This is an optimization exercise on Yosys and OpenROAD, whose aim is small area, a short achievable clock period and few clock cycles per item, not a production implementation. RTL that was checked went through simulation tests only; none was proved equivalent to the original. Power and IR drop assume default switching activity.

==> build 27 <==
==> flow/design.v <==
package mmu_bounds_guard_pkg;
  localparam int ADDR_W_DEF = 26;
  localparam int SEL_W_DEF  = 4;
  localparam int NSEG_DEF   = 11;
endpackage
module mmu_bounds_table
#(
  parameter int ADDR_W = mmu_bounds_guard_pkg::ADDR_W_DEF,
  parameter int SEL_W  = mmu_bounds_guard_pkg::SEL_W_DEF,
  parameter int NSEG   = mmu_bounds_guard_pkg::NSEG_DEF
) (
  input  logic              clk,
  input  logic              rst,
  input  logic              we,
  input  logic [SEL_W-1:0]  sel,
  input  logic [31:0]       lower,
  input  logic [31:0]       upper,
  output logic [SEL_W-1:0]  active_sel,
  output logic              dead,
  output logic              fresh,
  output logic [ADDR_W-1:0] lo,
  output logic [ADDR_W-1:0] hi,
  output logic              hi_big
);
  logic [SEL_W-1:0]  act_q;
  logic              dead_q;
  logic              fresh_q;
  logic [ADDR_W-1:0] lo_q;
  logic [ADDR_W-1:0] hi_q;
  logic              hi_big_q;
  always_ff @(posedge clk or posedge rst) begin
    if (rst) begin
      act_q   <= '0;
      dead_q  <= 1'b1;
      fresh_q <= 1'b1;
    end else if (we) begin
      act_q   <= sel;
      dead_q  <= (32'(sel) >= NSEG) || (lower[31:ADDR_W] != '0);
      fresh_q <= 1'b0;
    end
  end
  always_ff @(posedge clk) begin
    if (we) begin
      lo_q     <= lower[ADDR_W-1:0];
      hi_q     <= upper[ADDR_W-1:0];
      hi_big_q <= upper[31:ADDR_W] != '0;
    end
  end
  assign active_sel = act_q;
  assign dead       = dead_q;
  assign fresh      = fresh_q;
  assign lo         = lo_q;
  assign hi         = hi_q;
  assign hi_big     = hi_big_q;
endmodule
module mmu_bounds_guard
#(
  parameter int ADDR_W = mmu_bounds_guard_pkg::ADDR_W_DEF,
  parameter int SEL_W  = mmu_bounds_guard_pkg::SEL_W_DEF,
  parameter int NSEG   = mmu_bounds_guard_pkg::NSEG_DEF
) (
  input  logic              clk,
  input  logic              rst,
  input  logic              we,
  input  logic [SEL_W-1:0]  sel,
  input  logic [31:0]       lower,
  input  logic [31:0]       upper,
  input  logic              req_valid,
  output logic              req_ready,
  input  logic [ADDR_W-1:0] req_addr,
  input  logic              req_wr,
  output logic              mem_valid,
  input  logic              mem_ready,
  output logic [ADDR_W-1:0] mem_addr,
  output logic              mem_wr,
  output logic              exc,
  output logic [ADDR_W-1:0] exc_addr,
  output logic [SEL_W-1:0]  exc_sel,
  input  logic              exc_ack
);
  logic [SEL_W-1:0]  act;
  logic              dead;
  logic              fresh;
  logic [ADDR_W-1:0] lo;
  logic [ADDR_W-1:0] hi;
  logic              hi_big;
  mmu_bounds_table #(
    .ADDR_W (ADDR_W),
    .SEL_W  (SEL_W),
    .NSEG   (NSEG)
  ) u_table (
    .clk        (clk),
    .rst        (rst),
    .we         (we),
    .sel        (sel),
    .lower      (lower),
    .upper      (upper),
    .active_sel (act),
    .dead       (dead),
    .fresh      (fresh),
    .lo         (lo),
    .hi         (hi),
    .hi_big     (hi_big)
  );
  logic same;
  logic act_ok;
  logic pass_cur;
  logic pass_new;
  logic pass;
  assign same   = we && (sel == act);
  assign act_ok = 32'(act) < NSEG;
  assign pass_cur = (fresh && (req_addr == '0)) ||
                    (!dead && (req_addr >= lo) && (hi_big || (req_addr <= hi)));
  assign pass_new = act_ok && (lower[31:ADDR_W] == '0) &&
                    (req_addr >= lower[ADDR_W-1:0]) &&
                    ((upper[31:ADDR_W] != '0) || (req_addr <= upper[ADDR_W-1:0]));
  assign pass     = same ? pass_new : pass_cur;
  logic              mv_q;
  logic              ex_q;
  logic [ADDR_W-1:0] addr_q;
  logic              wr_q;
  logic [SEL_W-1:0]  sel_q;
  logic              sk_v;
  logic              sk_pass;
  logic [ADDR_W-1:0] sk_addr;
  logic              sk_wr;
  logic [SEL_W-1:0]  sk_sel;
  logic              out_free;
  logic              acc;
  assign out_free = !((mv_q && !mem_ready) || (ex_q && !exc_ack));
  assign acc      = req_valid && !sk_v;
  always_ff @(posedge clk or posedge rst) begin
    if (rst) begin
      mv_q <= 1'b0;
      ex_q <= 1'b0;
      sk_v <= 1'b0;
    end else if (out_free) begin
      mv_q <= sk_v ? sk_pass  : (acc && pass);
      ex_q <= sk_v ? !sk_pass : (acc && !pass);
      sk_v <= 1'b0;
    end else if (acc) begin
      sk_v <= 1'b1;
    end
  end
  always_ff @(posedge clk) begin
    if (out_free) begin
      addr_q <= sk_v ? sk_addr : req_addr;
      wr_q   <= sk_v ? sk_wr   : req_wr;
      sel_q  <= sk_v ? sk_sel  : act;
    end
    if (!sk_v) begin
      sk_pass <= pass;
      sk_addr <= req_addr;
      sk_wr   <= req_wr;
      sk_sel  <= act;
    end
  end
  assign req_ready = !sk_v;
  assign mem_valid = mv_q;
  assign mem_addr  = addr_q;
  assign mem_wr    = wr_q;
  assign exc       = ex_q;
  assign exc_addr  = addr_q;
  assign exc_sel   = sel_q;
endmodule
==> flow/run.sh <==
#!/bin/bash
# synth_recipe.tcl (not shown) runs the flow's synth.tcl, then flattens the netlist and writes it again
# the make line also repeats each setting of config.mk as NAME=value (left out here)
make -C /OpenROAD-flow-scripts/flow DESIGN_CONFIG=/design/flow/config.mk WORK_HOME=/design/flow/orfs CLKGATE_MAP_FILE= SYNTH_SCRIPT=/design/flow/synth_recipe.tcl finish
==> flow/config.mk <==
export PLATFORM = sky130hd
export DESIGN_NAME = mmu_bounds_guard
export DESIGN_NICKNAME = mmu_bounds_guard
export VERILOG_FILES = /design/flow/design.v
export SDC_FILE = /design/flow/constraint.sdc
export NUM_CORES = 4
export LEC_CHECK = 0
export CAP_MARGIN = 20
export CORE_MARGIN = 2
export CORE_UTILIZATION = 40
export SLEW_MARGIN = 20
==> flow/constraint.sdc <==
create_clock -name core_clock -period 5.5 [get_ports {clk}]
set_input_delay 1.1000 -clock core_clock [delete_from_list [all_inputs] [get_ports {clk}]]
set_output_delay 1.1000 -clock core_clock [all_outputs]
set_load 0.01 [all_outputs]
==> inputs of build 10, as changes to build 27 <==
--- a/flow/design.v
+++ b/flow/design.v
@@ -3,4 +3,20 @@
   localparam int SEL_W_DEF  = 4;
   localparam int NSEG_DEF   = 11;
+  function automatic logic ge(input logic [ADDR_W_DEF-1:0] a,
+                              input logic [ADDR_W_DEF-1:0] b);
+    logic [31:0] g, l;
+    g = '0;
+    l = '0;
+    for (int i = 0; i < ADDR_W_DEF; i++) begin
+      g[i] = a[i] & ~b[i];
+      l[i] = ~a[i] & b[i];
+    end
+    for (int k = 16; k >= 1; k = k / 2)
+      for (int i = 0; i < k; i++) begin
+        g[i] = g[2*i+1] | (~l[2*i+1] & g[2*i]);
+        l[i] = l[2*i+1] | (~g[2*i+1] & l[2*i]);
+      end
+    ge = ~l[0];
+  endfunction
 endpackage
 module mmu_bounds_table
@@ -103,58 +119,46 @@
     .hi_big     (hi_big)
   );
-  logic same;
-  logic act_ok;
-  logic pass_cur;
-  logic pass_new;
-  logic pass;
-  assign same   = we && (sel == act);
-  assign act_ok = 32'(act) < NSEG;
-  assign pass_cur = (fresh && (req_addr == '0)) ||
-                    (!dead && (req_addr >= lo) && (hi_big || (req_addr <= hi)));
-  assign pass_new = act_ok && (lower[31:ADDR_W] == '0) &&
-                    (req_addr >= lower[ADDR_W-1:0]) &&
-                    ((upper[31:ADDR_W] != '0) || (req_addr <= upper[ADDR_W-1:0]));
-  assign pass     = same ? pass_new : pass_cur;
   logic              mv_q;
   logic              ex_q;
+  logic              chk_q;
+  logic              idle_q;
   logic [ADDR_W-1:0] addr_q;
   logic              wr_q;
   logic [SEL_W-1:0]  sel_q;
-  logic              sk_v;
-  logic              sk_pass;
-  logic [ADDR_W-1:0] sk_addr;
-  logic              sk_wr;
-  logic [SEL_W-1:0]  sk_sel;
-  logic              out_free;
-  logic              acc;
-  assign out_free = !((mv_q && !mem_ready) || (ex_q && !exc_ack));
-  assign acc      = req_valid && !sk_v;
+  logic              free;
+  logic              same;
+  logic [ADDR_W-1:0] a;
+  logic              pass;
+  assign free = idle_q || (mv_q && mem_ready) || (ex_q && exc_ack);
+  assign same = we && (sel == act);
+  assign a    = chk_q ? addr_q : req_addr;
+  assign pass = (fresh && (a == '0)) ||
+                (!dead && mmu_bounds_guard_pkg::ge(a, lo) &&
+                 (hi_big || mmu_bounds_guard_pkg::ge(hi, a)));
   always_ff @(posedge clk or posedge rst) begin
     if (rst) begin
-      mv_q <= 1'b0;
-      ex_q <= 1'b0;
-      sk_v <= 1'b0;
-    end else if (out_free) begin
-      mv_q <= sk_v ? sk_pass  : (acc && pass);
-      ex_q <= sk_v ? !sk_pass : (acc && !pass);
-      sk_v <= 1'b0;
-    end else if (acc) begin
-      sk_v <= 1'b1;
+      mv_q   <= 1'b0;
+      ex_q   <= 1'b0;
+      chk_q  <= 1'b0;
+      idle_q <= 1'b1;
+    end else if (chk_q) begin
+      mv_q   <= pass;
+      ex_q   <= !pass;
+      chk_q  <= 1'b0;
+    end else if (free) begin
+      mv_q   <= req_valid && !same && pass;
+      ex_q   <= req_valid && !same && !pass;
+      chk_q  <= req_valid && same;
+      idle_q <= !req_valid;
     end
   end
   always_ff @(posedge clk) begin
-    if (out_free) begin
-      addr_q <= sk_v ? sk_addr : req_addr;
-      wr_q   <= sk_v ? sk_wr   : req_wr;
-      sel_q  <= sk_v ? sk_sel  : act;
-    end
-    if (!sk_v) begin
-      sk_pass <= pass;
-      sk_addr <= req_addr;
-      sk_wr   <= req_wr;
-      sk_sel  <= act;
+    if (free) begin
+      addr_q <= req_addr;
+      wr_q   <= req_wr;
+      sel_q  <= act;
     end
   end
-  assign req_ready = !sk_v;
+  assign req_ready = free;
   assign mem_valid = mv_q;
   assign mem_addr  = addr_q;
==> flow/flow/run.sh (new file) <==
#!/bin/bash
# Standard ORFS layout, with plain buf_1 cells on the ports instead of the
# delay buffers buffer_ports picks by default, and the delay-cell families
# kept out of the post-synthesis repairs. Synthesis is the standard one.
set -euo pipefail
PLAT_DONT_USE=$(make -s -C "$FLOW_HOME" DESIGN_CONFIG="$FLOW_CONFIG" print-DONT_USE_CELLS 2>/dev/null | sed -n 's/^DONT_USE_CELLS: //p')
EXTRA="sky130_fd_sc_hd__clkdlybuf4s15_1 sky130_fd_sc_hd__clkdlybuf4s15_2 sky130_fd_sc_hd__clkdlybuf4s18_1 sky130_fd_sc_hd__clkdlybuf4s18_2 sky130_fd_sc_hd__clkdlybuf4s25_1 sky130_fd_sc_hd__clkdlybuf4s25_2 sky130_fd_sc_hd__clkdlybuf4s50_1 sky130_fd_sc_hd__clkdlybuf4s50_2 sky130_fd_sc_hd__dlygate4sd1_1 sky130_fd_sc_hd__dlygate4sd2_1 sky130_fd_sc_hd__dlygate4sd3_1 sky130_fd_sc_hd__dlymetal6s2s_1 sky130_fd_sc_hd__dlymetal6s4s_1 sky130_fd_sc_hd__dlymetal6s6s_1"
echo "platform dont_use: $PLAT_DONT_USE" > flow_vars.log
bash standard.sh synth > synth.log 2>&1
bash standard.sh "BUFFER_PORTS_ARGS=-buffer_cell sky130_fd_sc_hd__buf_1" "DONT_USE_CELLS=$PLAT_DONT_USE $EXTRA" finish > layout.log 2>&1
==> flow/standard.sh (new file) <==
#!/bin/bash
# synth_recipe.tcl (not shown) runs the flow's synth.tcl, then flattens the netlist and writes it again
# the make line also repeats each setting of config.mk as NAME=value (left out here)
make -C /OpenROAD-flow-scripts/flow DESIGN_CONFIG=/design/flow/config.mk WORK_HOME=/design/flow/orfs CLKGATE_MAP_FILE= SYNTH_SCRIPT=/design/flow/synth_recipe.tcl "${@:-finish}"
- CORE_UTILIZATION: 40 -> 45
- SETUP_SLACK_MARGIN: unset -> 3.0
removed: flow/run.sh
==> comparison <==
Build 27 ran to the end with no violations. Build 10 produced a clean layout.
Between build 27 and build 10, the lower clock power is in build 10 (gap 140%, measured against build 10).
In build 27 the setup slack is worse than in build 10, by 0.78 ns.
Between build 10 and build 27, the lower fmax is in build 27 (gap 28%, measured against build 27).
In build 27 the register-to-register slack is better than in build 10, by 0.13 ns.
Cell count: build 10 is smaller than build 27 (about 28%).
Clock skew: build 10 is higher than build 27 (0.0037 ns).
Global-route usage: build 10 is higher than build 27 (1.5 points).
Between build 27 and build 10, the lower design area is in build 10 (gap about 50%, measured against build 10).
Testbench counts of build 27, summed over its fixed seeds: cycles 16,008, items 16,000.
For build 10, only the layout was checked, not whether the RTL still works.

==> what the ideal ports hide <==
Ports are ideal in the flow. The routed layouts listed here were re-timed in OpenROAD. Step 1 assumes that a clkbuf_16 drives the clock port and a buf_2 every other input. Step 2 also shifts input and output timing later by t, the mid clock arrival at the registers, as if the neighbouring blocks saw the same clock. Slacks: ideal ports / drivers / drivers and shift; pairs: ideal ports / drivers.
| run | t, ns | setup WS [ns] | clock arrival spread, ns |
|---|---|---|---|
| build 27 | 0.463 | 1.912 / 1.921 / 1.458 | 0.007 / 0.008 |
| build 10 | 0.413 | 2.688 / 2.644 / 2.392 | 0.009 / 0.010 |
After both steps setup and hold are still met in every run listed. For build 27, which loses most, drivers alone change the setup slack by +0.009 ns; drivers and shift together by -0.454 ns.
